This is an optimization exercise on Yosys and OpenROAD, whose aim is small area and few clock cycles, not a production implementation. The RTL was checked by simulation tests, not by an equivalence proof against the original design.

==> flow/design.v (excerpt) <==
module scale_pitch_quantizer_core
(
   input  logic                 clock,
   input  logic                 reset,
   input  logic                 req_push,
   output logic                 req_full,
   input  logic [NOTE_W-1:0]    req_key,
   output logic                 rsp_empty,
   input  logic                 rsp_pop,
   output logic [NOTE_W-1:0]    rsp_scale_note,
   input  logic                 csr_we,
   input  logic [CSR_IDX_W-1:0] csr_index,
   input  logic [CSR_W-1:0]     csr_wdata
);
   logic [NOTE_W-1:0]  lowest;
   logic               octave;
   logic [2*STEPS-1:0] steps;
   logic [STEPS/2-2:0][5:0] even;
   logic [5:0]         period_n;
   logic               key_take;
   logic               note_valid;
   logic               note_take;
   logic [LEAD_W-1:0]  lead;
   logic [LEAD_W-1:0]  head;
   logic               rsp_full;
   logic               key_valid;
   spq_scale_builder u_builder (
      .clock     (clock),
      .reset     (reset),
      .csr_we    (csr_we),
      .csr_index (csr_index),
      .csr_wdata (csr_wdata),
      .lowest    (lowest),
      .octave    (octave),
      .steps     (steps),
      .even      (even),
      .period_n  (period_n)
   );
   assign req_full  = key_valid && note_valid && rsp_full;
   assign key_take  = req_push && !req_full;
   assign note_take = note_valid && !rsp_full;
   spq_note_lookup u_lookup (
      .clock      (clock),
      .reset      (reset),
      .lowest     (lowest),
      .octave     (octave),
      .steps      (steps),
      .even       (even),
      .period_n   (period_n),
  ...
Size: roughly 86 flip-flops.
Settings: LEC_CHECK=0, ABC_AREA=1, CAP_MARGIN=20, CORE_MARGIN=2, CORE_UTILIZATION=30, CTS_BUF_LIST=sky130_fd_sc_hd__clkbuf_8, SLEW_MARGIN=20; clock period 10.0 ns.
standard.sh (not shown) runs the stock make flow with config.mk's settings and CLKGATE_MAP_FILE= SYNTH_SCRIPT=/design/flow/synth_recipe.tcl, a recipe that flattens the netlist after the stock synthesis.
==> flow/flow/run.sh <==
#!/bin/bash
# The standard layout, with the port buffers made of the smallest buffer cell
# (buf_1) instead of the cell buffer_ports picks by default. The make output
# is kept in standard_make.log; the tools' own logs stay under orfs/logs/.
set -euo pipefail
export BUFFER_PORTS_ARGS="-buffer_cell sky130_fd_sc_hd__buf_1"
bash standard.sh > standard_make.log 2>&1
Testbench counts at the start, summed over its fixed seeds: cycles 9,830.
==> next run, changes <==
--- a/flow/config.mk
+++ b/flow/config.mk
@@ -10,3 +10,3 @@
 export CORE_MARGIN = 2
-export CORE_UTILIZATION = 30
+export CORE_UTILIZATION = 40
 export CTS_BUF_LIST = sky130_fd_sc_hd__clkbuf_8
Die area shrinks by about 24%.
Via count shrinks by 0.64%.
Setup slack improved by 0.050 ns.
Final area shrinks by 1.6%.
Global-route usage grows by 4.0 points.
Synthesized cell count stays the same.
Wire length shrinks by about 2%.


Setup of run a:
Starting RTL as in the previous note.
Design scale_pitch_quantizer_core, start of the top module:
module scale_pitch_quantizer_core
(
   input  logic                 clock,
   input  logic                 reset,
   input  logic                 req_push,
   output logic                 req_full,
   input  logic [NOTE_W-1:0]    req_key,
   output logic                 rsp_empty,
   input  logic                 rsp_pop,
   output logic [NOTE_W-1:0]    rsp_scale_note,
   input  logic                 csr_we,
   input  logic [CSR_IDX_W-1:0] csr_index,
   input  logic [CSR_W-1:0]     csr_wdata
);
   logic [NOTE_W-1:0]  lowest;
   logic               octave;
   logic [2*STEPS-1:0] steps;
   logic [STEPS/2-2:0][5:0] even;
   logic [5:0]         period_n;
   logic               key_take;
   logic               note_valid;
   logic               note_take;
   logic [LEAD_W-1:0]  lead;
   logic [LEAD_W-1:0]  head;
   logic               rsp_full;
   logic               key_valid;
   spq_scale_builder u_builder (
      .clock     (clock),
      .reset     (reset),
      .csr_we    (csr_we),
      .csr_index (csr_index),
      .csr_wdata (csr_wdata),
      .lowest    (lowest),
      .octave    (octave),
      .steps     (steps),
      .even      (even),
      .period_n  (period_n)
   );
   assign req_full  = key_valid && note_valid && rsp_full;
   assign key_take  = req_push && !req_full;
   assign note_take = note_valid && !rsp_full;
   spq_note_lookup u_lookup (
  ...
clock: 10.0 ns
lec_check: 0
abc_area: 1
cap_margin: 20
core_margin: 2
core_utilization: 40
slew_margin: 20
Scripts as last shown in full above: flow/flow/run.sh
Run a: done, clean on timing, DRC and antenna
Testbench counts of run a, summed over its fixed seeds: cycles 9,830.
[inputs] run b vs run a
Settings: a change of CORE_UTILIZATION from 40 to 55; an added CTS_BUF_LIST of sky130_fd_sc_hd__clkbuf_8.
Results
The remaining max-slew budget at the tightest pin of run b was superior to that of run a. Pre-CTS setup slack (run b over run a): decrease, 0.061 ns. Compared with run a, in run b via count went up. Looking only at placed wire-length estimate after detailed placement, and setting everything else aside, the lower value of run a and run b goes to run a. Run b -> run a: synthesized cell count delta 0, exact match.

static timing again, ports no longer ideal:
Ports are ideal in the flow. The routed layouts listed here were re-timed in OpenROAD. Step 1 (the two cells are an assumption about what drives the block):
set clk [get_ports {clock}]
set_driving_cell -lib_cell sky130_fd_sc_hd__clkbuf_16 $clk
set_driving_cell -lib_cell sky130_fd_sc_hd__buf_2 [delete_from_list [all_inputs] $clk]
Step 2 times the ports against the registers' clock, not the clock port: input delays grow and output delays shrink by t, the midpoint of the rising clock arrivals with the driver on. Three values: ideal, step 1, step 2; two values: the first two.
| run | t (ns) | slack for setup (ns) | slew at the worst register clock pin (ns) | cell pins on the clock port's net |
|---|---|---|---|---|
| the first run of note 1 | 0.422 | 0.517 / 0.517 / 0.517 | 0.10 / 0.10 | 1 |
| the second run of note 1 | 0.425 | 0.566 / 0.566 / 0.566 | 0.11 / 0.11 | 1 |
| run a | 0.397 | 0.538 / 0.538 / 0.538 | 0.08 / 0.08 | 1 |
| run b | 0.403 | 0.431 / 0.431 / 0.431 | 0.09 / 0.09 | 1 |
After both steps every run listed still meets setup and hold.
